Background: an optimization exercise with open tools, aiming at small area. Do not read the settings as production practice. In this exercise RTL edits were held to simulation tests only and were not proved equivalent to the original. Power is estimated from default activity; no workload was simulated.

<file path="flow/flow/run.sh">
#!/bin/bash
# Layout flow: the standard flow (standard.sh) with two changes.
#  - Synthesis maps the logic with the area-oriented ABC script in
#    flow/abc_area.script and without Yosys's full-adder extraction. Flip-flops
#    are mapped before ABC runs, so registers, their names and cell types are
#    those of the standard synthesis.
#  - Port buffering uses the smallest buffer, sky130_fd_sc_hd__buf_1.
# Each step's full output goes to its own log here; ORFS's logs are under orfs/.
set -euo pipefail
cd "$(dirname "${BASH_SOURCE[0]}")/.."
W=$PWD
rm -rf "$W/scripts_area"
cp -r "$FLOW_HOME/scripts" "$W/scripts_area"
cp "$W/flow/abc_area.script" "$W/scripts_area/abc_area.script"
bash standard.sh SCRIPTS_DIR="$W/scripts_area" ABC_AREA=1 ADDER_MAP_FILE= synth > "$W/synth.log" 2>&1
bash standard.sh "BUFFER_PORTS_ARGS=-buffer_cell sky130_fd_sc_hd__buf_1" finish > "$W/layout.log" 2>&1
</file>
<file path="flow/flow/abc_area.script">
strash
dc2
dch -f
amap
mfs2
strash
dch -f
amap
topo
stime -c
</file>
<file path="flow/standard.sh">
#!/bin/bash
# synth_recipe.tcl (not shown) runs the flow's synth.tcl, then flattens the netlist and writes it again
# the make line also repeats each setting of config.mk as NAME=value (left out here)
make -C /OpenROAD-flow-scripts/flow DESIGN_CONFIG=/design/flow/config.mk WORK_HOME=/design/flow/orfs CLKGATE_MAP_FILE= SYNTH_SCRIPT=/design/flow/synth_recipe.tcl "${@:-finish}"
</file>
<file path="flow/config.mk">
export PLATFORM = sky130hd
export DESIGN_NAME = servo_recipe_pwm_sequencer
export DESIGN_NICKNAME = servo_recipe_pwm_sequencer
export VERILOG_FILES = /design/flow/design.v
export SDC_FILE = /design/flow/constraint.sdc
export NUM_CORES = 4
export LEC_CHECK = 0
export CAP_MARGIN = 20
export CORE_MARGIN = 2
export CORE_UTILIZATION = 55
export GPL_TIMING_DRIVEN = 0
export SLEW_MARGIN = 20
</file>
<file path="flow/constraint.sdc">
create_clock -name core_clock -period 9.0 [get_ports {clk}]
set_input_delay 1.8000 -clock core_clock [delete_from_list [all_inputs] [get_ports {clk}]]
set_output_delay 1.8000 -clock core_clock [all_outputs]
set_load 0.01 [all_outputs]
</file>
<file path="flow/design.v">
package srps_pkg;
  localparam int RECIPE_DEPTH_DEF = 32;
  localparam int PER_W    = 20;
  localparam int OFS_W    = 16;
  localparam int STEP_W   = 15;
  localparam int UNIT_W   = 19;
  localparam int SETTLE_W = 19;
  localparam int WAIT_W   = 24;
  localparam int POS_W    = 5;
  localparam int BYTE_W   = 8;
  localparam int ARG_W    = 5;
  localparam int ROP_W    = 3;
  localparam int RIDX_W   = 6;
  localparam int WADDR_W  = 5;
  localparam int CFG_AW   = 5;
  localparam int CFG_DW   = 32;
  localparam int REGSEL_W = 3;
  localparam logic [1:0] ITEM_WRITE   = 2'd0;
  localparam logic [1:0] ITEM_TICK    = 2'd1;
  localparam logic [1:0] ITEM_RESTART = 2'd2;
  localparam logic [ROP_W-1:0] OP_HALT       = 3'd0;
  localparam logic [ROP_W-1:0] OP_MOV        = 3'd1;
  localparam logic [ROP_W-1:0] OP_WAIT       = 3'd2;
  localparam logic [ROP_W-1:0] OP_LOOP_START = 3'd4;
  localparam logic [ROP_W-1:0] OP_END_LOOP   = 3'd5;
  localparam logic [REGSEL_W-1:0] REG_PERIOD = 3'd0;
  localparam logic [REGSEL_W-1:0] REG_OFFSET = 3'd1;
  localparam logic [REGSEL_W-1:0] REG_STEP   = 3'd2;
  localparam logic [REGSEL_W-1:0] REG_UNIT   = 3'd3;
  localparam logic [REGSEL_W-1:0] REG_SETTLE = 3'd4;
  localparam logic [PER_W-1:0]    PERIOD_RST = 20'd20000;
  localparam logic [OFS_W-1:0]    OFFSET_RST = 16'd388;
  localparam logic [STEP_W-1:0]   STEP_RST   = 15'd400;
  localparam logic [UNIT_W-1:0]   UNIT_RST   = 19'd100000;
  localparam logic [SETTLE_W-1:0] SETTLE_RST = 19'd200000;
  localparam logic [PER_W-1:0]    PW_MAX     = 20'hFFFFF;
  typedef struct packed {
    logic [1:0]         opcode;
    logic [WADDR_W-1:0] write_address;
    logic [BYTE_W-1:0]  write_byte;
  } in_item_t;
  typedef struct packed {
    logic              pwm_level;
    logic [POS_W-1:0]  position;
    logic [RIDX_W-1:0] recipe_index;
    logic [ARG_W-1:0]  loop_remaining;
    logic              halted;
    logic              waiting;
  } out_item_t;
  function automatic logic [24:0] rc_add(input logic [23:0] a, input logic [23:0] b,
                                         input logic cin);
    logic c;
    logic [24:0] s;
    c = cin;
    for (int i = 0; i < 24; i++) begin
      s[i] = a[i] ^ b[i] ^ c;
      c    = (a[i] & b[i]) | (a[i] & c) | (b[i] & c);
    end
    s[24] = c;
    rc_add = s;
  endfunction
  function automatic logic rc_lt(input logic [23:0] a, input logic [23:0] b);
    logic c;
    c = 1'b0;
    for (int i = 0; i < 24; i++) begin
      c = (~a[i] & b[i]) | (~(a[i] ^ b[i]) & c);
    end
    rc_lt = c;
  endfunction
  function automatic logic [24:0] rc_inc(input logic [23:0] a);
    logic c;
    logic [24:0] s;
    c = 1'b1;
    for (int i = 0; i < 24; i++) begin
      s[i] = a[i] ^ c;
      c    = a[i] & c;
    end
    s[24] = c;
    rc_inc = s;
  endfunction
  function automatic logic [23:0] rc_dec(input logic [23:0] a);
    logic c;
    logic [23:0] s;
    c = 1'b1;
    for (int i = 0; i < 24; i++) begin
      s[i] = a[i] ^ c;
      c    = ~a[i] & c;
    end
    rc_dec = s;
  endfunction
endpackage
module servo_recipe_pwm_sequencer #(
  parameter int RECIPE_DEPTH = srps_pkg::RECIPE_DEPTH_DEF
) (
  input  logic                          clk,
  input  logic                          rst_n,
  input  logic                          in_valid,
  output logic                          in_ready,
  input  srps_pkg::in_item_t            in_data,
  output logic                          out_valid,
  input  logic                          out_ready,
  output srps_pkg::out_item_t           out_data,
  input  logic                          psel,
  input  logic                          penable,
  input  logic                          pwrite,
  input  logic [srps_pkg::CFG_AW-1:0]   paddr,
  input  logic [srps_pkg::CFG_DW-1:0]   pwdata,
  output logic [srps_pkg::CFG_DW-1:0]   prdata,
  output logic                          pready
);
  logic [19:0] period_r;
  logic [15:0] offset_r;
  logic [14:0] step_r;
  logic [18:0] unit_r;
  logic [18:0] settle_r;
  logic        cfg_we;
  logic [2:0]  reg_sel;
  assign pready  = 1'b1;
  assign cfg_we  = psel && penable && pwrite;
  assign reg_sel = paddr[4:2];
  always_ff @(posedge clk) begin
    if (!rst_n) begin
      period_r <= srps_pkg::PERIOD_RST;
      offset_r <= srps_pkg::OFFSET_RST;
      step_r   <= srps_pkg::STEP_RST;
      unit_r   <= srps_pkg::UNIT_RST;
      settle_r <= srps_pkg::SETTLE_RST;
    end else if (cfg_we) begin
      case (reg_sel)
        3'd0: period_r <= pwdata[19:0];
        3'd1: offset_r <= pwdata[15:0];
        3'd2: step_r   <= pwdata[14:0];
        3'd3: unit_r   <= pwdata[18:0];
        3'd4: settle_r <= pwdata[18:0];
        default: ;
      endcase
    end
  end
  always_comb begin
    case (reg_sel)
      3'd0:    prdata = {12'd0, period_r};
      3'd1:    prdata = {16'd0, offset_r};
      3'd2:    prdata = {17'd0, step_r};
      3'd3:    prdata = {13'd0, unit_r};
      3'd4:    prdata = {13'd0, settle_r};
      default: prdata = '0;
    endcase
  end
  logic [5:0]  cursor_r;
  logic [6:0]  cur_code_r;
  logic        waiting_r;
  logic        mov_sel_r;
  logic [4:0]  loop_cnt_r;
  logic [4:0]  loop_head_r;
  logic [18:0] dly_o_r;
  logic [4:0]  dly_j_r;
  logic [4:0]  dly_n_r;
  logic [4:0]  pos_r;
  logic [19:0] pw_r;
  logic [19:0] cnt_r;
  logic        res_pend_r;
  logic        out_valid_r;
  srps_pkg::out_item_t out_r;
  logic load_out, acc, is_write, is_tick, is_restart;
  assign load_out   = res_pend_r && (!out_valid_r || out_ready);
  assign in_ready   = !res_pend_r || !out_valid_r || out_ready;
  assign acc        = in_valid && in_ready;
  assign is_write   = acc && (in_data.opcode == srps_pkg::ITEM_WRITE);
  assign is_tick    = acc && (in_data.opcode == srps_pkg::ITEM_TICK);
  assign is_restart = acc && (in_data.opcode == srps_pkg::ITEM_RESTART);
  logic       op_mov, op_wait, op_loop, op_end, halted;
  logic [4:0] arg;
  logic [6:0] cur_code_nxt;
  logic       mov_sel_nxt;
  logic [18:0] dly_o_nxt;
  assign arg     = cur_code_r[4:0];
  assign op_mov  = (cur_code_r[6:5] == 2'b01);
  assign op_wait = (cur_code_r[6:5] == 2'b10);
  assign op_loop = (cur_code_r[6:5] == 2'b11);
  assign op_end  = (cur_code_r[6:5] == 2'b00) && cur_code_r[1];
  assign halted  = (cur_code_r[6:5] == 2'b00) && !cur_code_r[1] && !cur_code_r[0];
  logic        waiting;
  logic        step_go;
  logic        end_jump;
  logic [5:0]  cursor_nxt;
  logic [4:0]  pos_mov;
  logic [4:0]  trav_m1;
  logic [24:0] a_m_p;
  logic [24:0] p_m_a;
  logic [24:0] cur_inc;
  logic [23:0] dly_o_dec;
  logic [23:0] dly_j_dec;
  logic [23:0] loop_dec;
  assign waiting  = waiting_r;
  assign step_go  = is_tick && !waiting && !halted;
  assign end_jump = op_end && (loop_cnt_r != '0);
  assign pos_mov  = mov_sel_r ? arg : pos_r;
  assign a_m_p     = srps_pkg::rc_add({19'd0, arg}, {19'd0, ~pos_r}, 1'b0);
  assign p_m_a     = srps_pkg::rc_add({19'd0, pos_r}, {19'd0, ~arg}, 1'b0);
  assign trav_m1   = a_m_p[5] ? a_m_p[4:0] : p_m_a[4:0];
  assign cur_inc   = srps_pkg::rc_inc({18'd0, cursor_r});
  assign dly_o_dec = srps_pkg::rc_dec({5'd0, dly_o_r});
  assign dly_j_dec = srps_pkg::rc_dec({19'd0, dly_j_r});
  assign loop_dec  = srps_pkg::rc_dec({19'd0, loop_cnt_r});
  always_comb begin
    if (is_restart) begin
      cursor_nxt = '0;
    end else if (step_go) begin
      cursor_nxt = end_jump ? {1'b0, loop_head_r} : cur_inc[5:0];
    end else begin
      cursor_nxt = cursor_r;
    end
  end
  always_comb begin
    dly_o_nxt = dly_o_r;
    if (is_restart) begin
      dly_o_nxt = '0;
    end
    if (is_tick) begin
      if (waiting) begin
        if (dly_j_r == '0) begin
          dly_o_nxt = dly_o_dec[18:0];
        end
      end else if (!halted) begin
        if (op_mov) begin
          dly_o_nxt = (arg == pos_r) ? 19'd0 : settle_r;
        end
        if (op_wait) begin
          dly_o_nxt = unit_r;
        end
      end
    end
  end
  assign mov_sel_nxt = (dly_o_nxt == '0) && (cur_code_nxt[6:5] == 2'b01);
  always_ff @(posedge clk) begin
    if (!rst_n) begin
      dly_o_r   <= '0;
      waiting_r <= 1'b0;
      mov_sel_r <= 1'b0;
    end else begin
      dly_o_r   <= dly_o_nxt;
      waiting_r <= (dly_o_nxt != '0);
      mov_sel_r <= mov_sel_nxt;
    end
  end
  always_ff @(posedge clk) begin
    if (!rst_n) begin
      cursor_r   <= '0;
      loop_cnt_r <= '0;
      dly_j_r    <= '0;
      dly_n_r    <= '0;
      pos_r      <= '0;
    end else begin
      cursor_r <= cursor_nxt;
      if (is_tick) begin
        pos_r <= pos_mov;
      end
      if (is_restart) begin
        loop_cnt_r <= '0;
      end
      if (is_tick) begin
        if (waiting) begin
          if (dly_j_r == '0) begin
            dly_j_r <= dly_n_r;
          end else begin
            dly_j_r <= dly_j_dec[4:0];
          end
        end else if (!halted) begin
          if (op_mov) begin
            dly_j_r <= trav_m1;
            dly_n_r <= trav_m1;
          end
          if (op_wait) begin
            dly_j_r <= arg;
            dly_n_r <= arg;
          end
          if (op_loop && loop_cnt_r == '0) begin
            loop_cnt_r <= arg;
          end
          if (end_jump) begin
            loop_cnt_r <= loop_dec[4:0];
          end
        end
      end
    end
  end
  always_ff @(posedge clk) begin
    if (step_go && op_loop) begin
      loop_head_r <= cur_inc[4:0];
    end
  end
  logic [7:0] wbyte;
  logic [6:0] wcode;
  logic [6:0] mem_r [32];
  logic       fwd;
  assign wbyte = in_data.write_byte;
  always_comb begin
    case (wbyte[7:5])
      3'd0:    wcode = 7'b00_00000;
      3'd1:    wcode = {2'b01, wbyte[4:0]};
      3'd2:    wcode = {2'b10, wbyte[4:0]};
      3'd4:    wcode = {2'b11, wbyte[4:0]};
      3'd5:    wcode = 7'b00_00010;
      default: wcode = 7'b00_00001;
    endcase
  end
  always_ff @(posedge clk) begin
    for (int i = 0; i < 32; i++) begin
      if (!rst_n) begin
        mem_r[i] <= '0;
      end else if (is_write && in_data.write_address == 5'(i)) begin
        mem_r[i] <= wcode;
      end
    end
  end
  assign fwd = is_write && (in_data.write_address == cursor_r[4:0]);
  always_comb begin
    if (cursor_nxt[5]) begin
      cur_code_nxt = '0;
    end else if (fwd) begin
      cur_code_nxt = wcode;
    end else begin
      cur_code_nxt = mem_r[cursor_nxt[4:0]];
    end
  end
  always_ff @(posedge clk) begin
    if (!rst_n) begin
      cur_code_r <= '0;
    end else begin
      cur_code_r <= cur_code_nxt;
    end
  end
  logic [19:0] eff_per;
  logic [24:0] cnt_inc;
  logic        wrap;
  assign eff_per = {period_r[19:1], period_r[0] | (period_r == '0)};
  assign cnt_inc = srps_pkg::rc_inc({4'd0, cnt_r});
  assign wrap    = !srps_pkg::rc_lt({4'd0, cnt_r}, {4'd0, period_r}) ||
                   (cnt_inc[19:0] == period_r);
  logic [20:0] pp [5];
  logic [20:0] ofs_x;
  logic [20:0] s1, c1, s2, c2, s3, c3, s4, c4;
  logic [24:0] add_lo, add_hi0, add_hi1;
  logic [20:0] pw_sum;
  assign ofs_x = {5'd0, offset_r};
  for (genvar i = 0; i < 5; i++) begin : g_pp
    assign pp[i] = {6'd0, step_r & {15{pos_mov[i]}}} << i;
  end
  assign s1 = ofs_x ^ pp[0] ^ pp[1];
  assign c1 = ((ofs_x & pp[0]) | (ofs_x & pp[1]) | (pp[0] & pp[1])) << 1;
  assign s2 = pp[2] ^ pp[3] ^ pp[4];
  assign c2 = ((pp[2] & pp[3]) | (pp[2] & pp[4]) | (pp[3] & pp[4])) << 1;
  assign s3 = s1 ^ c1 ^ s2;
  assign c3 = ((s1 & c1) | (s1 & s2) | (c1 & s2)) << 1;
  assign s4 = s3 ^ c3 ^ c2;
  assign c4 = ((s3 & c3) | (s3 & c2) | (c3 & c2)) << 1;
  assign add_lo  = srps_pkg::rc_add({13'd0, s4[10:0]}, {13'd0, c4[10:0]}, 1'b0);
  assign add_hi0 = srps_pkg::rc_add({14'd0, s4[20:11]}, {14'd0, c4[20:11]}, 1'b0);
  assign add_hi1 = srps_pkg::rc_add({3'd0, s4}, {3'd0, c4}, 1'b0);
  assign pw_sum  = add_hi1[20:0];
  always_ff @(posedge clk) begin
    if (!rst_n) begin
      pw_r  <= 20'(srps_pkg::OFFSET_RST);
      cnt_r <= '0;
    end else if (is_tick) begin
      if (wrap) begin
        cnt_r <= '0;
        pw_r  <= pw_sum[20] ? srps_pkg::PW_MAX : pw_sum[19:0];
      end else begin
        cnt_r <= cnt_inc[19:0];
      end
    end
  end
  always_ff @(posedge clk) begin
    if (!rst_n) begin
      res_pend_r  <= 1'b0;
      out_valid_r <= 1'b0;
    end else begin
      if (acc) begin
        res_pend_r <= 1'b1;
      end else if (load_out) begin
        res_pend_r <= 1'b0;
      end
      if (load_out) begin
        out_valid_r <= 1'b1;
      end else if (out_ready) begin
        out_valid_r <= 1'b0;
      end
    end
  end
  always_ff @(posedge clk) begin
    if (load_out) begin
      out_r.pwm_level      <= srps_pkg::rc_lt({4'd0, cnt_r}, {4'd0, pw_r}) ||
                              !srps_pkg::rc_lt({4'd0, pw_r}, {4'd0, eff_per});
      out_r.position       <= pos_r;
      out_r.recipe_index   <= cursor_r;
      out_r.loop_remaining <= loop_cnt_r;
      out_r.halted         <= halted;
      out_r.waiting        <= waiting;
    end
  end
  assign out_valid = out_valid_r;
  assign out_data  = out_r;
endmodule
</file>
==> results of run 1 <==
==> metrics by stage <==
stage          area [um2]  total power [uW]
2_1_floorplan       21100              2430
6_report            24200              4600
3_5_place_dp        22600              2700
4_1_cts             24200              4580
3_3_place_gp        22000              2650
5_1_grt             24200              4730
==> synthesized netlist by cell type (3+ instances only) <==
| cell | count |
|---|---|
| o22a_1 | 5 |
| o21a_1 | 31 |
| a31oi_1 | 3 |
| nand4_1 | 34 |
| nand2_1 | 165 |
| and2_0 | 12 |
| nand3_1 | 16 |
| o221ai_1 | 43 |
| a32oi_1 | 14 |
| a21o_1 | 9 |
| o22ai_1 | 115 |
| o21bai_1 | 5 |
| buf_4 | 13 |
| nor3_1 | 64 |
| o2111ai_1 | 9 |
| nor4_1 | 9 |
| o221a_1 | 12 |
| a21oi_1 | 222 |
| edfxtp_1 | 24 |
| nand4b_1 | 3 |
| a311oi_1 | 3 |
| o21ai_0 | 220 |
| dfxtp_1 | 409 |
| a2111oi_0 | 11 |
| or3_1 | 7 |
| a22oi_1 | 136 |
| nor2_1 | 636 |
| or2_0 | 8 |
| clkinv_1 | 313 |
| nor2b_1 | 12 |
| a221oi_1 | 78 |
| a222oi_1 | 40 |
| and3_1 | 5 |
| a211oi_1 | 41 |
| nand2b_1 | 3 |
| nor4b_1 | 4 |
| o211ai_1 | 5 |
==> layer usage <==
layer,vias up,GRT usage,part of all wire
met5,-,0,0
met4,0,0.267,0.076
met3,289,0.0528,0.088
met2,1242,0.621,0.45
met1,10300,0.469,0.38
li1,10500,-,-
==> layout by cell type (no fill, tap or decap), types with 14 or more instances in the layout <==
master     count
nand2_1      165
o221ai_1      42
clkinv_1     308
clkinv_2      15
nand4_1       34
buf_1         84
o21ai_0      219
o21a_1        31
a222oi_1      40
nor2_1       629
o22ai_1      110
a32oi_1       14
dfxtp_1      408
a21oi_1      222
buf_4         19
a211oi_1      41
nand3_1       16
edfxtp_1      24
clkbuf_16     48
nor3_1        53
a221oi_1      78
a22oi_1      136
==> cell families after synthesis <==
group                     synth area share
AOI/OAI and AO/OA                    0.322
and+or+nand+nor                      0.192
DFF                                  0.424
buffers and inverters               0.0605
xor gates and xnor gates           0.00125
other                             0.000357
==> registers in the layout, indices dropped and copies added (netlist names) <==
name / count
mov_sel_r: 1
offset_r: 16
period_r: 20
mem_r: 224
res_pend_r: 1
waiting_r: 1
step_r: 15
pw_r: 20
out_r: 19
cnt_r: 20
loop_head_r: 5
cur_code_r: 7
cursor_r: 6
out_valid_r: 1
settle_r: 19
dly_o_r: 19
dly_j_r: 5
unit_r: 19
pos_r: 5
loop_cnt_r: 5
dly_n_r: 5
==> power groups by stage <==
stage	Sequential (uW)	Clock, uW	Combinational [uW]
after floorplan	2030	0	405
after global placement	2040	0	618
after detailed placement	2040	0	662
after CTS	2000	1910	667
after global routing	2000	1990	744
final	2000	1900	694
==> area by class of cell <==
cell class	instances	area (um2)
clock buffers	69	1410
plain buffers	13	97.6
clock inverters	18	108
fillers	3427	13500
flip-flops and latches	433	8910
inverters	313	1190
well taps	511	639
multi-input cells	2015	11100
repair buffers	113	778
==> critical path, stage by stage <==
cell      delay (ps)
buf_1             70
nor2b_1          220
nand2_1          140
nand4_1          450
buf_6            250
nor2_1            80
nand2_1          720
clkinv_1         660
a221oi_1         810
clkinv_1         320
nand2_1          380
nor3_1           280
clkinv_1         210
o221ai_1         130
a221oi_1         360
nand4b_1         290
nor4b_1          620
nand4b_1         290
a221oi_1         370
a21oi_1          150
nor2_1           110
nor3_1            80
==> path summary, 6_finish.rpt <==
path | to | slack (ps) | cells after the start
worst max-delay path | cur_code_r[3]$_SDFF_PP0_ | 690 | 22
worst max register to register | pw_r[10]$_SDFFE_PN0P_ | 940 | 37
worst min register to register | mem_r[15][5]$_SDFFE_PN0P_ | 440 | 2
worst min-delay path | mem_r[15][5]$_SDFFE_PN0P_ | 440 | 2
==> timing repair <==
action | CTS | global route
setup endpoints to repair | 10 | 13
gates resized for setup | 4 | 9
hold buffers | 0 | 0
==> results by group, run 1 <==
Floorplanning
  – Initial Util: 0.558
  – Chip Width: 200 um
  – Io pins: 113
  – Die Footprint: 39800 um2
  – Die extent in y: 200 um
  – Row Count: 71
  – Core box area: 37700 um2

Global route
  – Grt ovf: 0
  – Total track usage: 0.382
  – Initial antenna violation count: 0
  – Largest net degree at the start of global routing: 105
  – Vias in the first global route: 20700
  – Global-route wire length before repair: 117000 um

Drt
  – Wire per inst: 21.9 um
  – Remaining antenna violation count: 0
  – Drt first pass iters: 8
  – DRT Wirelength: 76300 um
  – Via density: 6.41
  – DRC violation total after the first TritonRoute iteration: 2370
  – DRC: 0
  – Routed vias: 22300

Synth
  – Syn Inst Count: 2763
  – Yosys top cell area share: 0.389
  – Cell taking the most area after synthesis: dfxtp_1
  – Yosys cell types: 52
  – Post-synth EDFFs: 24
  – Synth area leaders: dfxtp_1 (39%), nor2_1 (11%), clkinv_1 (5.6%)
  – Mapped Area: 21000 um2
  – Syn Area/Cell: 7.61 um2
  – Ys async rst share: 0
  – Yosys warnings: 3
  – Flip-flop and latch count after synthesis: 433
  – Sequential share of the synthesized area: 0.424
  – Primary FF master, synth: dfxtp_1

CTS
  – Setup Buffers After CTS: 0
  – Clock Sink Count: 433
  – CTS tree: done
  – Clock latency (worst-skew pair): 600 ps
  – CTS Root Buffer Type: clkbuf_16
  – Clk slew on worst S/H paths: 60 ps
  – Clk buf depth: 3
  – Num CTS Buffers: 47
  – # H-tree levels: 2

Worst hold path
  – Hold path start: mem_r[15][5]$_SDFFE_PN0P_
  – Worst min-delay path category: flop to flop

Worst setup path
  – CP startpoint: out_ready
  – Max FO, Critical Path: 22
  – CP Data Arrival Time: 8790 ps
  – Launching point of the worst reg2reg path: mov_sel_r$_SDFF_PN0_
  – Critical path launch point type: input port
  – Req. time, crit path: 9480 ps
  – Crit path capture type: flop
  – Setup CP Type: input port to flop

Placed design
  – Dpl ws: -581 ps
  – DP HPWL: 55400 um
  – RD Place Congestion: 0.981
  – Dpl cells: 3398
  – Port buffer count: 85

Power
  – Net Switching: 1350 uW
  – Part of the power in registers: 0.435
  – Leakage power: 0.00798 uW
  – Clock power share: 0.414
  – Net Sw Frac: 0.293
  – Worst IR Drop VDD: 0.144 mV
  – PwrDens: 190 nW/um2
  – Comb power frac: 0.151
  – Int Power: 3250 uW

Final layout
  – Area delta synth->final: 15.1%
  – Fin cells: 3485
  – Fin nets: 2995
  – Post-layout util: 0.643
  – Share of layout cells above drive strength 1: 0.0535
  – Antenna Cells: 0

Flow run
  – Maxcap violations: 0

STA
  – Total Neg Setup Slack: 0 ps
  – Worst setup margin: 691 ps
  – Final setup fails: 0
  – Final Critical Period: 8310 ps
  – Fmax: 120 MHz
  – Slew Viols, Final: 0
  – Slew at the pin closest to its max-slew limit: 1260 ps
  – Layout Skew: 24.3 ps
  – Rel. slew slack: 0.153
  – Final Hold Fails: 0
  – Hold slack final: 442 ps
  – Fin crit share: 0.923
  – RSZ-0062 raised after global routing: false

Run status
  – Status: complete, no violations
==> run 2, diff against run 1 <==
--- a/flow/design.v
+++ b/flow/design.v
@@ -120,18 +120,27 @@
   assign reg_sel = paddr[4:2];
+  logic [19:0] wd_z;   
+  logic [19:0] wd_o;   
+  assign wd_z = pwdata[19:0] & {20{rst_n}};
+  assign wd_o = pwdata[19:0] | {20{!rst_n}};
+  function automatic logic [19:0] cfg_wd(input logic [19:0] rst_val,
+                                         input logic [19:0] z, input logic [19:0] o);
+    for (int i = 0; i < 20; i++) begin
+      cfg_wd[i] = rst_val[i] ? o[i] : z[i];
+    end
+  endfunction
   always_ff @(posedge clk) begin
-    if (!rst_n) begin
-      period_r <= srps_pkg::PERIOD_RST;
-      offset_r <= srps_pkg::OFFSET_RST;
-      step_r   <= srps_pkg::STEP_RST;
-      unit_r   <= srps_pkg::UNIT_RST;
-      settle_r <= srps_pkg::SETTLE_RST;
-    end else if (cfg_we) begin
-      case (reg_sel)
-        3'd0: period_r <= pwdata[19:0];
-        3'd1: offset_r <= pwdata[15:0];
-        3'd2: step_r   <= pwdata[14:0];
-        3'd3: unit_r   <= pwdata[18:0];
-        3'd4: settle_r <= pwdata[18:0];
-        default: ;
-      endcase
+    if (!rst_n || (cfg_we && reg_sel == 3'd0)) begin
+      period_r <= cfg_wd(20'(srps_pkg::PERIOD_RST), wd_z, wd_o);
+    end
+    if (!rst_n || (cfg_we && reg_sel == 3'd1)) begin
+      offset_r <= 16'(cfg_wd(20'(srps_pkg::OFFSET_RST), wd_z, wd_o));
+    end
+    if (!rst_n || (cfg_we && reg_sel == 3'd2)) begin
+      step_r <= 15'(cfg_wd(20'(srps_pkg::STEP_RST), wd_z, wd_o));
+    end
+    if (!rst_n || (cfg_we && reg_sel == 3'd3)) begin
+      unit_r <= 19'(cfg_wd(20'(srps_pkg::UNIT_RST), wd_z, wd_o));
+    end
+    if (!rst_n || (cfg_we && reg_sel == 3'd4)) begin
+      settle_r <= 19'(cfg_wd(20'(srps_pkg::SETTLE_RST), wd_z, wd_o));
     end
@@ -306,8 +315,8 @@
   end
+  logic [6:0] wdata;
+  assign wdata = wcode & {7{rst_n}};
   always_ff @(posedge clk) begin
     for (int i = 0; i < 32; i++) begin
-      if (!rst_n) begin
-        mem_r[i] <= '0;
-      end else if (is_write && in_data.write_address == 5'(i)) begin
-        mem_r[i] <= wcode;
+      if (!rst_n || (is_write && in_data.write_address == 5'(i))) begin
+        mem_r[i] <= wdata;
       end
==> flow/flow/abc_area.script (replaced) <==
&get -n
&deepsyn -T 120
&put
dch -f
amap
mfs2
strash
dch -f
amap
topo
stime -c
--- a/flow/config.mk
+++ b/flow/config.mk
@@ -10,2 +10,5 @@
 export CORE_UTILIZATION = 55
+export CTS_BUF_LIST = sky130_fd_sc_hd__clkbuf_8
+export CTS_CLUSTER_DIAMETER = 45
+export CTS_CLUSTER_SIZE = 16
 export GPL_TIMING_DRIVEN = 0
==> run 2 against run 1 <==
Net effect:
- clock power shrank 26%
- final cell count shrank 22%
- synthesized area shrank 3.7%
- critical endpoint is now pw_r[2]$_SDFFE_PN1P_
- die area shrank 3.7%
- setup slack gained 460 ps
- hold slack gained 2.4 ps
- non-clock buffer count grew 21
- wire length shrank 18%
==> results by group, run 2 <==
Power
  – PwrDens: 197 nW/um2
  – Worst IR Drop VDD: 0.175 mV
  – Leakage power: 0.00766 uW

STA
  – Slew at the pin closest to its max-slew limit: 1210 ps
  – Worst setup margin: 1150 ps
  – Final Critical Period: 7850 ps
  – Rel. slew slack: 0.188
  – Total Neg Setup Slack: 0 ps
  – Fmax: 127 MHz
  – Final setup fails: 0
  – RSZ-0062 raised after global routing: false
  – Final Hold Fails: 0
  – Fin crit share: 0.872
  – Layout Skew: 53.4 ps
  – Slew Viols, Final: 0

CTS
  – # H-tree levels: 2
  – CTS Root Buffer Type: clkbuf_8
  – Num CTS Buffers: 47
  – Clock Sink Count: 433
  – Clk buf depth: 3
  – Clock latency (worst-skew pair): 650 ps
  – Clk slew on worst S/H paths: 90 ps
  – CTS tree: done

Synth
  – Yosys top cell area share: 0.500
  – Mapped Area: 20200 um2
  – Synth area leaders: edfxtp_1 (50%), dfxtp_1 (9.5%), nor2_1 (6.1%)
  – Yosys warnings: 3
  – Primary FF master, synth: edfxtp_1
  – Sequential share of the synthesized area: 0.595
  – Syn Area/Cell: 10.0 um2
  – Ys async rst share: 0
  – Post-synth EDFFs: 337
  – Cell taking the most area after synthesis: edfxtp_1
  – Commonest cells in the netlist: edfxtp_1 (337), nor2_1 (328), clkinv_1 (214)
  – Flip-flop and latch count after synthesis: 433
  – Syn Inst Count: 2025
  – Yosys cell types: 53
  – Count leader, synth: edfxtp_1

Floorplanning
  – Die extent in y: 196 um
  – Chip Width: 196 um
  – Initial Util: 0.556
  – Io pins: 113
  – Die Footprint: 38400 um2
  – Core box area: 36400 um2
  – Row Count: 70

Worst setup path
  – Critical path launch point type: flop
  – Max FO, Critical Path: 16
  – Crit path capture type: flop
  – Req. time, crit path: 9530 ps
  – Most used cell, CP: nor2_1
  – Setup CP Type: flop to flop
  – Critical Path Max Stage Delay: 480 ps
  – Slowest CP cell: dfxtp_2
  – CP Data Arrival Time: 8380 ps

Placed design
  – Dpl ws: -71.0 ps
  – Dpl cells: 2631
  – RD Place Congestion: 0.929
  – Port buffer count: 85
  – DP HPWL: 45900 um

Global route
  – Global-route wire length before repair: 93400 um
  – Vias in the first global route: 15600
  – Grt ovf: 0
  – Largest net degree at the start of global routing: 78
  – Initial antenna violation count: 1
  – Total track usage: 0.327

Final layout
  – Area delta synth->final: 13.7%
  – Antenna Cells: 0
  – Fin nets: 2278
  – Commonest non-fill, non-tap cell in the layout: edfxtp_1
  – Max reg flops: 224
  – Fin cells: 2724
  – Largest reg by FF count: mem_r
  – Share of layout cells above drive strength 1: 0.0864
  – Post-layout util: 0.631
  – Commonest non-fill, non-tap cells in the layout: edfxtp_1 (337), nor2_1 (324), clkinv_1 (213)

Run status
  – Status: complete, no violations

Drt
  – DRC: 0
  – Routed vias: 17000
  – Via density: 6.23
  – Wire per inst: 22.9 um
  – DRT Wirelength: 62500 um
  – Remaining antenna violation count: 0
  – Drt first pass iters: 6
  – DRC violation total after the first TritonRoute iteration: 2263

Flow run
  – Maxcap violations: 0

Worst hold path
  – Worst min-delay path category: flop to flop
## run 2: timing repair
action                     CTS  global route
pin swaps                    0             3
gates resized for setup      1             7
hold buffers                 0             0
cloned                       0             0
setup buffers                0             5
setup endpoints to repair    9            20
## run 2: critical path: cells and delay by family (launching register included)
family,cells,cell delay (ps)
compound gates,21,3950
xor+xnor,1,200
buf+inv,5,980
flops,1,480
simple gates,18,2100
## run 2: final timing paths
| kind | slack, ps | startpoint | end | cells after the start |
|---|---|---|---|---|
| worst max-delay path | 1150 | mov_sel_r$_SDFF_PN0_ | pw_r[2]$_SDFFE_PN1P_ | 45 |
| worst min-delay path | 440 | waiting_r$_SDFF_PN0_ | out_r[0]$_DFFE_PP_ | 0 |
| worst max register to register | 1150 | mov_sel_r$_SDFF_PN0_ | pw_r[2]$_SDFFE_PN1P_ | 45 |
| worst min register to register | 440 | waiting_r$_SDFF_PN0_ | out_r[0]$_DFFE_PP_ | 0 |
## run 2: logic make-up (layout without fill, tap and decap cells)
family | Yosys count | after routing | synth area share
buf+inv | 227 | 447 | 0.0445
flops | 433 | 433 | 0.595
xor+xnor | 2 | 2 | 0.000865
other cells | 2 | 13 | 0.000371
compound gates | 652 | 652 | 0.210
simple gates | 709 | 709 | 0.150
## run 2: area by class of cell
class,count,area (um2)
fillers,3060,13400
flip-flops and latches,433,12000
multi-input cells,1376,7620
repair buffers,134,825
inverters,214,820
clock buffers,49,674
well taps,468,586
clock inverters,37,347
plain buffers,13,97.6
## run 2: where the power goes
group | switching (uW) | internal, uW | total (uW)
Combinational | 509 | 231 | 739
Sequential | 87.5 | 2310 | 2400
Clock | 790 | 613 | 1400
Total | 1390 | 3150 | 4540
## run 2: per-stage QoR
step	hold slack [ps]	cell area (um2)	power, uW
2_1_floorplan	416	20300	2890
3_3_place_gp	424	21200	3110
3_5_place_dp	425	21800	3150
4_1_cts	447	22900	4530
5_1_grt	458	23000	4720
6_report	444	23000	4540
## run 2: metal layers
metal	global-route usage	up-vias	share of wire
met2	0.472	868	0.42
met4	0.105	2	0.030
met3	0.0808	131	0.12
li1	-	7990	-
met5	0	-	0.00021
met1	0.486	7971	0.43
==> run 3, diff against run 2 <==
--- a/flow/config.mk
+++ b/flow/config.mk
@@ -7,9 +7,10 @@
 export LEC_CHECK = 0
-export CAP_MARGIN = 20
+export CAP_MARGIN = 10
 export CORE_MARGIN = 2
-export CORE_UTILIZATION = 55
+export CORE_UTILIZATION = 70
 export CTS_BUF_LIST = sky130_fd_sc_hd__clkbuf_8
-export CTS_CLUSTER_DIAMETER = 45
-export CTS_CLUSTER_SIZE = 16
+export CTS_CLUSTER_DIAMETER = 40
+export CTS_CLUSTER_SIZE = 20
 export GPL_TIMING_DRIVEN = 0
-export SLEW_MARGIN = 20
+export PLACE_DENSITY = 0.8
+export SLEW_MARGIN = 10
==> run 3 against run 2 <==
Net effect:
- hold slack got worse by 3.5 ps
- die area decreased by 21%
- core utilization rose by 17 points
- still clean
- total power up 1.3%
==> results by group, run 3 <==
Run status
  – Status: complete, no violations

STA
  – Worst setup margin: 1040 ps
  – Hold slack final: 441 ps
  – Slew at the pin closest to its max-slew limit: 1390 ps
  – Final setup fails: 0
  – Fmax: 126 MHz
  – Rel. slew slack: 0.0675
  – Layout Skew: 45.0 ps
  – Final Critical Period: 7960 ps
  – Fin crit share: 0.884
  – Final Hold Fails: 0
  – Slew Viols, Final: 0
  – RSZ-0062 raised after global routing: false

Final layout
  – Area delta synth->final: 12.6%
  – Fin cells: 2634
  – Max reg flops: 224
  – Largest reg by FF count: mem_r
  – Commonest non-fill, non-tap cells in the layout: edfxtp_1 (337), nor2_1 (325), clkinv_1 (211)
  – Share of layout cells above drive strength 1: 0.0765
  – Final instance area: 22800 um2
  – Commonest non-fill, non-tap cell in the layout: edfxtp_1
  – Fin nets: 2272

Global route
  – Initial antenna violation count: 1
  – Vias in the first global route: 16500
  – Grt ovf: 0
  – Largest net degree at the start of global routing: 52
  – Total track usage: 0.399
  – Global-route wire length before repair: 91700 um

CTS
  – CTS Root Buffer Type: clkbuf_8
  – Clk buf depth: 3
  – CTS tree: done
  – Clock Sink Count: 433
  – CTS Hold Bufs: 0
  – # H-tree levels: 2
  – Clk slew on worst S/H paths: 100 ps
  – Clock latency (worst-skew pair): 610 ps
  – Num CTS Buffers: 46

Worst hold path
  – Worst min-delay path category: flop to flop
  – Worst Hold Depth: 0

Synth
  – Post-synth EDFFs: 337
  – Synth area leaders: edfxtp_1 (50%), dfxtp_1 (9.5%), nor2_1 (6.1%)
  – Syn Inst Count: 2025
  – Mapped Area: 20200 um2
  – Commonest cells in the netlist: edfxtp_1 (337), nor2_1 (328), clkinv_1 (214)
  – Sequential share of the synthesized area: 0.595
  – Primary FF master, synth: edfxtp_1
  – Yosys cell types: 53
  – Syn Area/Cell: 10.0 um2
  – Count leader, synth: edfxtp_1
  – Flip-flop and latch count after synthesis: 433
  – Yosys warnings: 3
  – Ys async rst share: 0
  – Yosys top cell area share: 0.500
  – Cell taking the most area after synthesis: edfxtp_1

Floorplanning
  – Row Count: 62
  – Die extent in y: 174 um
  – Initial Util: 0.707
  – Core box area: 28600 um2
  – Chip Width: 174 um
  – Io pins: 113
  – Die Footprint: 30300 um2

Power
  – Worst IR Drop VDD: 0.173 mV
  – PwrDens: 202 nW/um2
  – Leakage power: 0.00762 uW

Worst setup path
  – Req. time, crit path: 9500 ps
  – Max FO, Critical Path: 12
  – Critical Path Max Stage Delay: 490 ps
  – Crit path capture type: flop
  – Critical path launch point type: flop
  – R2R cell count: 44
  – Slowest CP cell: dfxtp_2
  – Setup CP Type: flop to flop
  – CP Data Arrival Time: 8460 ps

Drt
  – DRC violation total after the first TritonRoute iteration: 2913
  – DRC: 0
  – Via density: 6.74
  – Wire per inst: 23.1 um
  – Routed vias: 17800
  – Remaining antenna violation count: 0
  – Drt first pass iters: 8
  – DRT Wirelength: 60700 um

Placed design
  – Port buffer count: 85
  – Dpl cells: 2542
  – RD Place Congestion: 0.966
  – Dpl ws: -127 ps
  – Placed Area: 21600 um2
  – DP HPWL: 43100 um

Flow run
  – Maxcap violations: 0
[run 3: cell types whose count changed in the layout (fill, tap and decap cells not counted), sizes merged]
cell and change:
diode +1, clkinvlp +2, bufinv +2, clkbuf -2, clkinv -3, inv -1
buf -5
[run 3: cell families after synthesis]
group                  Yosys count  share of synthesized area
other                            2                   0.000371
buffers and inverters          227                     0.0445
flip-flops                     433                      0.595
AO/OA/AOI/OAI                  652                      0.210
AND/OR/NAND/NOR                709                      0.150
XOR/XNOR                         2                   0.000865
[run 3: path summary, 6_finish.rpt]
| kind | from | to | slack, ps |
|---|---|---|---|
| setup reg to reg | mov_sel_r$_SDFF_PN0_ | pw_r[2]$_SDFFE_PN1P_ | 1040 |
| hold reg to reg | waiting_r$_SDFF_PN0_ | out_r[0]$_DFFE_PP_ | 440 |
| hold / removal | waiting_r$_SDFF_PN0_ | out_r[0]$_DFFE_PP_ | 440 |
| setup / recovery | mov_sel_r$_SDFF_PN0_ | pw_r[2]$_SDFFE_PN1P_ | 1040 |
[run 3: metrics by stage]
step | setup TNS (ps) | total power [uW] | util
2_1_floorplan | 0 | 2890 | -
3_3_place_gp | -236740 | 3080 | 0.737
3_5_place_dp | -447 | 3140 | 0.754
4_1_cts | 0 | 4560 | 0.792
5_1_grt | 0 | 4750 | 0.796
6_report | 0 | 4600 | 0.797
[run 3: per-layer routing]
metal  routed length [um]  global-route usage
met1                22700               0.558
met2                26200               0.592
met3                 9540               0.123
met4                 2320               0.157
met5                   13                   0
[run 3: timing repair]
action / in CTS / in global routing
pin swaps: 0 / 2
buffers inserted: 0 / 7
gates resized for setup: 1 / 9
setup endpoints to repair: 14 / 20
[run 3: cell type report]
class                      instances  area, um2
clock buffer                      47        647
tap                              384        480
multi-input combinational       1376       7520
fill                            1811       5820
inverter                         214        816
buffer                            13       97.6
sequential                       433      12000
clock inverter                    37        433
timing repair buffer             129        764
antenna                            1       2.50
[run 3: critical path, delay by kind of cell, from the launching register on]
kind,cells,cell delay [ps]
compound gates,23,4390
simple gates,16,1660
xor+xnor,1,240
buf+inv,4,1070
flops,1,490
[run 3: power breakdown]
group	leakage, uW	switching (uW)	total (uW)	internal [uW]
logic	0.00305	506	735	229
registers	0.00402	92.3	2400	2310
clock network	0.000554	798	1460	661
==> run 4, diff against run 3 <==
==> flow/config.mk (replaced) <==
export PLATFORM = sky130hd
export DESIGN_NAME = servo_recipe_pwm_sequencer
export DESIGN_NICKNAME = servo_recipe_pwm_sequencer
export VERILOG_FILES = /design/flow/design.v
export SDC_FILE = /design/flow/constraint.sdc
export NUM_CORES = 4
export LEC_CHECK = 0
export CAP_MARGIN = 20
export CORE_MARGIN = 2
export CORE_UTILIZATION = 65
export CTS_BUF_LIST = sky130_fd_sc_hd__clkbuf_16
export CTS_CLUSTER_DIAMETER = 50
export CTS_CLUSTER_SIZE = 30
export GPL_TIMING_DRIVEN = 0
export PLACE_DENSITY = 0.75
export SLEW_MARGIN = 20
==> run 4 against run 3 <==
Net effect:
- largest power group unchanged
- sequential share of layout area is 1.1 points lower
- count of clock-buffer cells in the layout fell by 6
- combinational power decreased by 0.5%
==> results by group, run 4 <==
Run status
  – Status: complete, no violations

Global route
  – Initial antenna violation count: 1
  – Grt ovf: 0
  – Vias in the first global route: 16000
  – Total track usage: 0.365
  – Global-route wire length before repair: 90900 um
  – Largest net degree at the start of global routing: 78

STA
  – Rel. slew slack: 0.235
  – Final setup fails: 0
  – Fin crit share: 0.876
  – Worst setup margin: 1110 ps
  – Final Critical Period: 7890 ps
  – Slew Viols, Final: 0
  – Total Neg Setup Slack: 0 ps
  – Fmax: 127 MHz
  – Final Hold Fails: 0
  – Slew at the pin closest to its max-slew limit: 1140 ps
  – Layout Skew: 50.8 ps
  – RSZ-0062 raised after global routing: false

Floorplanning
  – Io pins: 113
  – Row Count: 64
  – Die extent in y: 180 um
  – Core box area: 30600 um2
  – Initial Util: 0.662
  – Chip Width: 180 um
  – Die Footprint: 32600 um2

CTS
  – Clock latency (worst-skew pair): 570 ps
  – Clk slew on worst S/H paths: 70 ps
  – # H-tree levels: 2
  – Num CTS Buffers: 39
  – Clock Sink Count: 433
  – Clk buf depth: 3
  – CTS tree: done
  – CTS Root Buffer Type: clkbuf_16

Synth
  – Yosys warnings: 3
  – Syn Inst Count: 2025
  – Mapped Area: 20200 um2
  – Cell taking the most area after synthesis: edfxtp_1
  – Flip-flop and latch count after synthesis: 433
  – Yosys cell types: 53
  – Synth area leaders: edfxtp_1 (50%), dfxtp_1 (9.5%), nor2_1 (6.1%)
  – Sequential share of the synthesized area: 0.595
  – Count leader, synth: edfxtp_1
  – Commonest cells in the netlist: edfxtp_1 (337), nor2_1 (328), clkinv_1 (214)
  – Post-synth EDFFs: 337
  – Syn Area/Cell: 10.0 um2
  – Ys async rst share: 0
  – Yosys top cell area share: 0.500
  – Primary FF master, synth: edfxtp_1

Drt
  – DRC: 0
  – Drt first pass iters: 8
  – DRC violation total after the first TritonRoute iteration: 2827
  – Via density: 6.65
  – Wire per inst: 23.0 um
  – Remaining antenna violation count: 0
  – Routed vias: 17500
  – DRT Wirelength: 60500 um

Power
  – PwrDens: 212 nW/um2
  – Net Switching: 1440 uW
  – Int Power: 3490 uW
  – Clock power share: 0.364
  – Net Sw Frac: 0.292
  – Leakage power: 0.00779 uW
  – Part of the power in registers: 0.487
  – Worst IR Drop VDD: 0.191 mV
  – Comb power frac: 0.148
  – Pwr Total: 4930 uW

Worst setup path
  – Setup CP Type: flop to flop
  – Most used cell, CP: nor2_1
  – Critical path launch point type: flop
  – Stages on worst setup path: 45
  – CP Data Arrival Time: 8340 ps
  – R2R cell count: 45
  – Critical Path Max Stage Delay: 490 ps
  – Max FO, Critical Path: 17
  – Worst path top cell family by delay: compound AO/OA/AOI/OAI gates
  – Req. time, crit path: 9450 ps
  – Slowest CP cell: dfxtp_2
  – Crit path capture type: flop
  – Buf/Inv on CP: 6

Flow run
  – Maxcap violations: 0

Final layout
  – Area delta synth->final: 14.9%
  – Fin nets: 2269
  – Share of layout cells above drive strength 1: 0.0803
  – Largest reg by FF count: mem_r
  – Max reg flops: 224
  – Antenna Cells: 0
  – Fin cells: 2637
  – Fill cells: 2077
  – Commonest non-fill, non-tap cells in the layout: edfxtp_1 (337), nor2_1 (324), clkinv_1 (212)
  – Commonest non-fill, non-tap cell in the layout: edfxtp_1

Placed design
  – DP HPWL: 43000 um
  – Dpl ws: 158 ps
  – Dpl cells: 2558
  – RD Place Congestion: 0.984
  – Port buffer count: 85

Worst hold path
  – Worst Hold Depth: 0
  – Worst min-delay path category: flop to flop
[run 4: kinds of logic (layout without fill, tap and decap cells)]
kind of cell              Yosys count  count (layout)  synth area share
AOI/OAI and AO/OA                 652             652             0.210
other                               2              13          0.000371
DFF                               433             433             0.595
xor gates and xnor gates            2               2          0.000865
buffers and inverters             227             432            0.0445
and+or+nand+nor                   709             709             0.150
[run 4: final timing paths]
check                                         startpoint                   end  slack [ps]
worst min register to register  loop_cnt_r[3]$_SDFF_PN0_    out_r[5]$_DFFE_PP_         440
worst min-delay path            loop_cnt_r[3]$_SDFF_PN0_    out_r[5]$_DFFE_PP_         440
worst max-delay path                mov_sel_r$_SDFF_PN0_  pw_r[2]$_SDFFE_PN1P_        1110
worst max register to register      mov_sel_r$_SDFF_PN0_  pw_r[2]$_SDFFE_PN1P_        1110
[run 4: layout make-up]
class	instances	area [um2]	share of cell area
Multi-Input combinational cell	1376	7600	0.327
Clock buffer	41	1030	0.0441
Tap cell	396	495	0.0213
Buffer	13	97.6	0.00419
Sequential cell	433	12000	0.518
Timing Repair Buffer	133	783	0.0337
Clock inverter	31	399	0.0172
Inverter	214	820	0.0352
[run 4: power by group through the flow]
stage                     clock (uW)  combinational, uW  sequential [uW]
after global routing            1870                811             2410
after detailed placement           0                698             2440
final                           1800                731             2400
after CTS                       1790                705             2390
after floorplan                    0                485             2400
after global placement             0                653             2430
[run 4: metal layers]
layer  GRT usage  routed length, um
met5           0                  0
met4       0.116               1920
met3      0.0946               9330
met2       0.537              25700
met1       0.534              23600
[run 4: worst register-to-register path: cells and delay by family, from the launching register on]
kind	cells	cell delay (ps)
flops	1	490
buf+inv	6	1150
compound gates	18	3610
xor+xnor	1	230
simple gates	20	2320
[run 4: metrics by stage]
| step | cell area (um2) | util | hold slack, ps |
|---|---|---|---|
| final | 23300 | 0.761 | 440 |
| after global routing | 23300 | 0.761 | 450 |
| after CTS | 23100 | 0.756 | 439 |
| after detailed placement | 21700 | 0.709 | 422 |
| after global placement | 21100 | 0.690 | 424 |
| after floorplan | 20300 | - | 416 |
[run 4: repair_timing]
action                                  CTS  global route
hold buffers                              0             0
gates resized for setup                   0             9
endpoints found under the setup margin    0            20
buffers inserted                          0             6
==> run 5, diff against run 4 <==
--- a/flow/config.mk
+++ b/flow/config.mk
@@ -9,8 +9,7 @@
 export CORE_MARGIN = 2
-export CORE_UTILIZATION = 65
+export CORE_UTILIZATION = 55
 export CTS_BUF_LIST = sky130_fd_sc_hd__clkbuf_16
-export CTS_CLUSTER_DIAMETER = 50
+export CTS_CLUSTER_DIAMETER = 60
 export CTS_CLUSTER_SIZE = 30
 export GPL_TIMING_DRIVEN = 0
-export PLACE_DENSITY = 0.75
 export SLEW_MARGIN = 20
==> run 5 against run 4 <==
Net effect:
- global-route usage decreased by 3.9 points
- core utilization decreased by 13 points
- combinational power increased by 1%
- critical path type is now input port to flop
- clock skew about the same
- critical endpoint is now waiting_r$_SDFF_PN0_
- total power decreased by 4.6%
- critical path depth decreased by 13
- count of clock-buffer cells in the layout decreased by 6
- via count decreased by 3.3%
- clock power decreased by 13%
==> results by group, run 5 <==
Run status
  – Status: complete, no violations

STA
  – Final setup fails: 0
  – Layout Skew: 50.5 ps
  – Rel. slew slack: 0.194
  – Total Neg Setup Slack: 0 ps
  – Final Hold Fails: 0
  – Final Critical Period: 7860 ps
  – Slew at the pin closest to its max-slew limit: 1200 ps
  – Slew Viols, Final: 0
  – Fin crit share: 0.873
  – RSZ-0062 raised after global routing: false
  – Fmax: 127 MHz

CTS
  – Clk slew on worst S/H paths: 70 ps
  – CTS tree: done
  – Clk buf depth: 3
  – Num CTS Buffers: 34
  – CTS Hold Bufs: 0
  – Clock Sink Count: 433
  – # H-tree levels: 2
  – Clock latency (worst-skew pair): 560 ps
  – CTS Root Buffer Type: clkbuf_16

Synth
  – Mapped Area: 20200 um2
  – Post-synth EDFFs: 337
  – Yosys top cell area share: 0.500
  – Syn Inst Count: 2025
  – Yosys cell types: 53
  – Primary FF master, synth: edfxtp_1
  – Cell taking the most area after synthesis: edfxtp_1
  – Commonest cells in the netlist: edfxtp_1 (337), nor2_1 (328), clkinv_1 (214)
  – Syn Area/Cell: 10.0 um2
  – Count leader, synth: edfxtp_1
  – Sequential share of the synthesized area: 0.595
  – Synth area leaders: edfxtp_1 (50%), dfxtp_1 (9.5%), nor2_1 (6.1%)
  – Yosys warnings: 3
  – Ys async rst share: 0
  – Flip-flop and latch count after synthesis: 433

Placed design
  – DP HPWL: 45900 um
  – Dpl cells: 2631
  – Port buffer count: 85
  – RD Place Congestion: 0.929
  – Placed Area: 21800 um2

Power
  – Net Sw Frac: 0.298
  – Clock power share: 0.333
  – Part of the power in registers: 0.510
  – Pwr Total: 4700 uW
  – Comb power frac: 0.157
  – Net Switching: 1400 uW
  – Worst IR Drop VDD: 0.184 mV
  – Leakage power: 0.00768 uW
  – PwrDens: 203 nW/um2
  – Int Power: 3300 uW

Drt
  – Routed vias: 17000
  – Drt first pass iters: 6
  – Remaining antenna violation count: 0
  – Via density: 6.28
  – Wire per inst: 23.1 um
  – DRC: 0
  – DRT Wirelength: 62300 um
  – DRC violation total after the first TritonRoute iteration: 2264

Worst setup path
  – Crit path capture type: flop
  – Req. time, crit path: 9380 ps
  – Critical path launch point type: input port
  – Most used cell, CP: nor2_1
  – Max FO, Critical Path: 8
  – Setup CP Type: input port to flop
  – Critical Path Max Stage Delay: 530 ps
  – Slowest CP cell: nor2_1
  – CP Data Arrival Time: 8240 ps

Floorplanning
  – Row Count: 70
  – Die extent in y: 196 um
  – Chip Width: 196 um
  – Die Footprint: 38400 um2
  – Initial Util: 0.556
  – Core box area: 36400 um2
  – Io pins: 113

Flow run
  – Maxcap violations: 0

Global route
  – Vias in the first global route: 15600
  – Total track usage: 0.326
  – Grt ovf: 0
  – Global-route wire length before repair: 93500 um
  – Initial antenna violation count: 0
  – Largest net degree at the start of global routing: 78

Final layout
  – Area of the multi-input gates: 7620 um2
  – Share of layout cells above drive strength 1: 0.0771
  – Post-layout util: 0.635
  – Area delta synth->final: 14.2%
  – Commonest non-fill, non-tap cell in the layout: edfxtp_1
  – Max reg flops: 224
  – Fill cells: 3020
  – Final instance area: 23100 um2
  – Fin nets: 2264
  – Largest reg by FF count: mem_r
  – Commonest non-fill, non-tap cells in the layout: edfxtp_1 (337), nor2_1 (324), clkinv_1 (210)
  – Fin cells: 2698
  – Antenna Cells: 0
  – Sequential cell area: 12000 um2

Worst hold path
  – Worst min-delay path category: flop to flop
[run 5: cell counts after synthesis]
Identical to the previous run, type by type.
[run 5: power by group through the flow]
stage	Sequential, uW	Combinational (uW)	Clock, uW
5_1_grt	2410	823	1650
2_1_floorplan	2400	485	0
3_5_place_dp	2440	713	0
4_1_cts	2390	718	1580
6_report	2400	739	1570
3_3_place_gp	2440	673	0
[run 5: area by class of cell]
type,instances,area share
Buffer,13,0.00422
Clock buffer,35,0.0379
Clock inverter,26,0.0123
Inverter,214,0.0354
Multi-Input combinational cell,1376,0.329
Sequential cell,433,0.521
Tap cell,468,0.0253
Timing Repair Buffer,133,0.0345
[run 5: routing by layer]
metal	wire (um)	GRT usage	vias to the layer above
met5	65	0.0128	-
met4	1410	0.0814	2
met2	26600	0.479	891
li1	-	-	7958
met1	27000	0.497	8001
met3	7300	0.0627	103
[run 5: through the flow]
stage          setup slack [ps]  hold slack (ps)
6_report                   1140              442
3_3_place_gp              -7090              424
4_1_cts                     390              445
3_5_place_dp              -71.0              425
2_1_floorplan              1480              416
5_1_grt                    47.8              456
[run 5: worst max-delay path, delay by kind of cell]
| kind | cells | cell delay (ps) |
|---|---|---|
| buffers and inverters | 4 | 420 |
| AND/OR/NAND/NOR | 27 | 5630 |
| AO/OA/AOI/OAI | 1 | 360 |
[run 5: final timing paths]
path                        startpoint              endpoint  cells past startpoint  slack [ps]
setup reg to reg  mov_sel_r$_SDFF_PN0_  pw_r[2]$_SDFFE_PN1P_                     45        1200
hold / removal    waiting_r$_SDFF_PN0_    out_r[0]$_DFFE_PP_                      0         440
setup / recovery             out_ready  waiting_r$_SDFF_PN0_                     32        1140
hold reg to reg   waiting_r$_SDFF_PN0_    out_r[0]$_DFFE_PP_                      0         440
[run 5: cells by family (layout without fill, tap and decap cells)]
kind of cell,after synthesis,after routing,synth area share
AO/OA/AOI/OAI,652,652,0.210
AND/OR/NAND/NOR,709,709,0.150
other,2,13,0.000371
flip-flops,433,433,0.595
XOR/XNOR,2,2,0.000865
buffers and inverters,227,421,0.0445
[run 5: what timing repair did]
item,in CTS,in global routing
setup buffers,0,5
pin swaps,0,3
endpoints found under the setup margin,3,20
hold endpoints to repair,0,0
gates resized for setup,1,7
cloned,0,0
==> run 6, diff against run 5 <==
--- a/flow/design.v
+++ b/flow/design.v
@@ -159,3 +159,2 @@
   logic [6:0]  cur_code_r;
-  logic        waiting_r;
   logic        mov_sel_r;
@@ -168,3 +167,3 @@
   logic [19:0] pw_r;
-  logic [19:0] cnt_r;
+  logic [19:0] cnt1_r;   
   logic        res_pend_r;
@@ -202,3 +201,3 @@
   logic [23:0] loop_dec;
-  assign waiting  = waiting_r;
+  assign waiting  = (dly_o_r != '0);
   assign step_go  = is_tick && !waiting && !halted;
@@ -246,3 +245,2 @@
       dly_o_r   <= '0;
-      waiting_r <= 1'b0;
       mov_sel_r <= 1'b0;
@@ -250,3 +248,2 @@
       dly_o_r   <= dly_o_nxt;
-      waiting_r <= (dly_o_nxt != '0);
       mov_sel_r <= mov_sel_nxt;
@@ -342,8 +339,7 @@
   logic [19:0] eff_per;
-  logic [24:0] cnt_inc;
+  logic [24:0] cnt1_inc;
   logic        wrap;
-  assign eff_per = {period_r[19:1], period_r[0] | (period_r == '0)};
-  assign cnt_inc = srps_pkg::rc_inc({4'd0, cnt_r});
-  assign wrap    = !srps_pkg::rc_lt({4'd0, cnt_r}, {4'd0, period_r}) ||
-                   (cnt_inc[19:0] == period_r);
+  assign eff_per  = {period_r[19:1], period_r[0] | (period_r == '0)};
+  assign cnt1_inc = srps_pkg::rc_inc({4'd0, cnt1_r});
+  assign wrap     = !srps_pkg::rc_lt({4'd0, cnt1_r}, {4'd0, period_r});
   logic [20:0] pp [5];
@@ -371,10 +367,10 @@
     if (!rst_n) begin
-      pw_r  <= 20'(srps_pkg::OFFSET_RST);
-      cnt_r <= '0;
+      pw_r   <= 20'(srps_pkg::OFFSET_RST);
+      cnt1_r <= 20'd1;
     end else if (is_tick) begin
       if (wrap) begin
-        cnt_r <= '0;
-        pw_r  <= pw_sum[20] ? srps_pkg::PW_MAX : pw_sum[19:0];
+        cnt1_r <= 20'd1;
+        pw_r   <= pw_sum[20] ? srps_pkg::PW_MAX : pw_sum[19:0];
       end else begin
-        cnt_r <= cnt_inc[19:0];
+        cnt1_r <= cnt1_inc[19:0];
       end
@@ -401,3 +397,3 @@
     if (load_out) begin
-      out_r.pwm_level      <= srps_pkg::rc_lt({4'd0, cnt_r}, {4'd0, pw_r}) ||
+      out_r.pwm_level      <= !srps_pkg::rc_lt({4'd0, pw_r}, {4'd0, cnt1_r}) ||
                               !srps_pkg::rc_lt({4'd0, pw_r}, {4'd0, eff_per});
--- a/flow/config.mk
+++ b/flow/config.mk
@@ -9,7 +9,8 @@
 export CORE_MARGIN = 2
-export CORE_UTILIZATION = 55
-export CTS_BUF_LIST = sky130_fd_sc_hd__clkbuf_16
-export CTS_CLUSTER_DIAMETER = 60
-export CTS_CLUSTER_SIZE = 30
+export CORE_UTILIZATION = 70
+export CTS_BUF_LIST = sky130_fd_sc_hd__clkbuf_8
+export CTS_CLUSTER_DIAMETER = 36
+export CTS_CLUSTER_SIZE = 20
 export GPL_TIMING_DRIVEN = 0
+export PLACE_DENSITY = 0.8
 export SLEW_MARGIN = 20
==> run 6 against run 5 <==
Net effect:
- still clean
- sequential share of layout area is 1.4 points higher
- hold slack better by 11 ps
- register-to-register slack worse by 200 ps
- core utilization rose by 18 points
- setup slack got worse by 130 ps
- final cell count down 6.4%
- cell area shrank 2.7%
- largest cell class unchanged
- largest power group unchanged
- highest routed layer unchanged
==> results by group, run 6 <==
Run status
  – Status: complete, no violations

Final layout
  – Commonest non-fill, non-tap cells in the layout: edfxtp_1 (337), nor2_1 (263), clkinv_1 (195)
  – Area delta synth->final: 13.7%
  – Max reg flops: 224
  – Commonest non-fill, non-tap cell in the layout: edfxtp_1
  – Largest reg by FF count: mem_r
  – Share of layout cells above drive strength 1: 0.0899
  – Antenna Cells: 0
  – Fin nets: 2160
  – Fin cells: 2525

CTS
  – CTS tree: done
  – Num CTS Buffers: 56
  – # H-tree levels: 2
  – Clock Sink Count: 432
  – Clk slew on worst S/H paths: 60 ps
  – CTS Root Buffer Type: clkbuf_8
  – Clock latency (worst-skew pair): 640 ps
  – Clk buf depth: 3

STA
  – Worst setup margin: 1000 ps
  – Final Critical Period: 8000 ps
  – Final setup fails: 0
  – Rel. slew slack: 0.169
  – Layout Skew: 45.9 ps
  – Slew at the pin closest to its max-slew limit: 1240 ps
  – Slew Viols, Final: 0
  – Fin crit share: 0.888
  – Fmax: 125 MHz
  – Final Hold Fails: 0

Synth
  – Mapped Area: 19800 um2
  – Sequential share of the synthesized area: 0.608
  – Largest family of logic cells by synthesized area: compound AO/OA/AOI/OAI gates
  – Synth Area in XOR/XNOR: 0.000443
  – Commonest cells in the netlist: edfxtp_1 (337), nor2_1 (265), clkinv_1 (193)
  – Syn Inst Count: 1914
  – Primary FF master, synth: edfxtp_1
  – Post-synth EDFFs: 337
  – Yosys top cell area share: 0.512
  – Simple-gate share of the synthesized area: 0.141
  – Compound-cell area share of the yosys netlist: 0.209
  – Count leader, synth: edfxtp_1
  – Syn Area/Cell: 10.3 um2
  – Yosys cell types: 49
  – Synth area leaders: edfxtp_1 (51%), dfxtp_1 (9.6%), nor2_1 (5.0%)
  – Yosys warnings: 3
  – Cell taking the most area after synthesis: edfxtp_1
  – Flip-flop and latch count after synthesis: 432
  – Adder-cell share of the synthesized area: 0
  – Ys async rst share: 0
  – Post-synthesis mux area share: 0

Drt
  – Routed vias: 17200
  – DRT Wirelength: 61100 um
  – DRC: 0
  – Via density: 6.82
  – Wire per inst: 24.2 um
  – DRC violation total after the first TritonRoute iteration: 2789
  – Drt first pass iters: 8
  – Remaining antenna violation count: 0

Global route
  – Initial antenna violation count: 1
  – Global-route wire length before repair: 90900 um
  – Total track usage: 0.417
  – Largest net degree at the start of global routing: 71
  – Vias in the first global route: 16100
  – Grt ovf: 0

Floorplanning
  – Initial Util: 0.712
  – Core box area: 27800 um2
  – Row Count: 61
  – Die Footprint: 29600 um2
  – Chip Width: 172 um
  – Io pins: 113
  – Die extent in y: 172 um

Flow run
  – Maxcap violations: 0

Power
  – PwrDens: 227 nW/um2
  – Leakage power: 0.00749 uW
  – Worst IR Drop VDD: 0.195 mV

Worst setup path
  – CP Data Arrival Time: 8450 ps
  – Max FO, Critical Path: 15
  – Slowest CP cell: dfxtp_2
  – Critical path launch point type: flop
  – Crit path capture type: flop
  – Most used cell, CP: nand2_1
  – Setup CP Type: flop to flop
  – Req. time, crit path: 9450 ps
  – Critical Path Max Stage Delay: 460 ps

Worst hold path
  – Worst min-delay path category: flop to flop

Placed design
  – DP HPWL: 42900 um
  – Dpl cells: 2418
  – Dpl ws: 354 ps
  – RD Place Congestion: 0.998
  – Port buffer count: 85
## run 6: final timing paths
| path | startpoint | end | slack [ps] | cells after the start |
|---|---|---|---|---|
| min | dly_n_r[3]$_SDFFE_PN0P_ | dly_n_r[3]$_SDFFE_PN0P_ | 450 | 2 |
| max reg2reg | mov_sel_r$_SDFF_PN0_ | pw_r[17]$_SDFFE_PN0P_ | 1000 | 43 |
| min reg2reg | dly_n_r[3]$_SDFFE_PN0P_ | dly_n_r[3]$_SDFFE_PN0P_ | 450 | 2 |
| max | mov_sel_r$_SDFF_PN0_ | pw_r[17]$_SDFFE_PN0P_ | 1000 | 43 |
## run 6: power by group
part           switching [uW]  internal (uW)
logic                     722            317
registers                 109           2340
clock network             812            802
total                    1640           3460
## run 6: kinds of logic after synthesis
logic type / count (synthesis)
and+or+nand+nor: 645
AOI/OAI and AO/OA: 628
xor gates and xnor gates: 1
DFF: 432
buffers and inverters: 206
other: 2
## run 6: through the flow
| step | hold WS (ps) | power, uW | instance area [um2] | setup TNS, ps | utilization |
|---|---|---|---|---|---|
| floorplan | 410 | 3120 | 19800 | 0 | - |
| global placement | 437 | 3400 | 20600 | -17140 | 0.742 |
| CTS | 456 | 5050 | 22400 | 0 | 0.807 |
| finish | 453 | 5100 | 22500 | 0 | 0.810 |
| global route | 482 | 5280 | 22500 | -11.0 | 0.810 |
| detailed placement | 441 | 3470 | 21100 | 0 | 0.761 |
## run 6: final cells by class
type                    count  area, um2
clock inverters            44        447
fillers                  1699       5290
plain buffers              13       97.6
multi-input cells        1287       7240
repair buffers            117        647
inverters                 193        737
repair inverters            1       5.00
well taps                 378        473
flip-flops and latches    432      12000
clock buffers              60        826
## run 6: what timing repair did
item	4_1_cts	5_1_grt
setup endpoints to repair	0	19
setup buffers	0	2
resized for setup	0	6
hold buffers	0	0
## run 6: critical path, delay by kind of cell (launching register included)
kind | cells | cell delay, ps
AOI/OAI and AO/OA | 19 | 3930
buffers and inverters | 5 | 1100
DFF | 1 | 460
and+or+nand+nor | 19 | 2320
## run 6: per-layer routing
metal  GRT usage  share of wire
met1       0.489           0.32
met3      0.0927           0.12
met4       0.301          0.087
met2       0.681           0.47
met5           0        0.00021

## what the ideal ports hide
The flow's constraints put no driver on any port. The routed layouts listed below were extracted and timed again, unchanged, in two steps.
Step 1 (the two cells are an assumption about what drives the block):
set clk [get_ports {clk}]
set_driving_cell -lib_cell sky130_fd_sc_hd__clkbuf_16 $clk
set_driving_cell -lib_cell sky130_fd_sc_hd__buf_2 [delete_from_list [all_inputs] $clk]
Step 2 adds t to the input delays and takes it off the output delays; t is the mean of the earliest and latest rising clock arrival at the registers after step 1. Input paths then give back, and output paths get back, about the clock's delay inside the block.
Three values: ideal, step 1, step 2; two values: the first two.
run	t (ns)	slack for setup (ns)	latest minus earliest clock arrival (ns)	slew at the worst register clock pin (ns)	cell pins on the clock port's net
run 1	0.645	0.691 / 0.726 / 0.081	0.026 / 0.027	0.06 / 0.06	1
run 2	0.675	1.154 / 1.154 / 0.539	0.062 / 0.062	0.10 / 0.10	1
run 3	0.650	1.044 / 1.044 / 0.532	0.075 / 0.076	0.11 / 0.11	1
run 4	0.597	1.114 / 1.114 / 0.683	0.055 / 0.056	0.10 / 0.10	1
run 5	0.595	1.139 / 1.172 / 0.578	0.063 / 0.063	0.10 / 0.10	1
run 6	0.661	1.004 / 1.004 / 0.675	0.050 / 0.050	0.09 / 0.09	1
After both steps setup and hold are still met in every run listed. The setup slack of run 2, which loses most, moves by 0.000 ns with the drivers and by -0.615 ns with both steps.
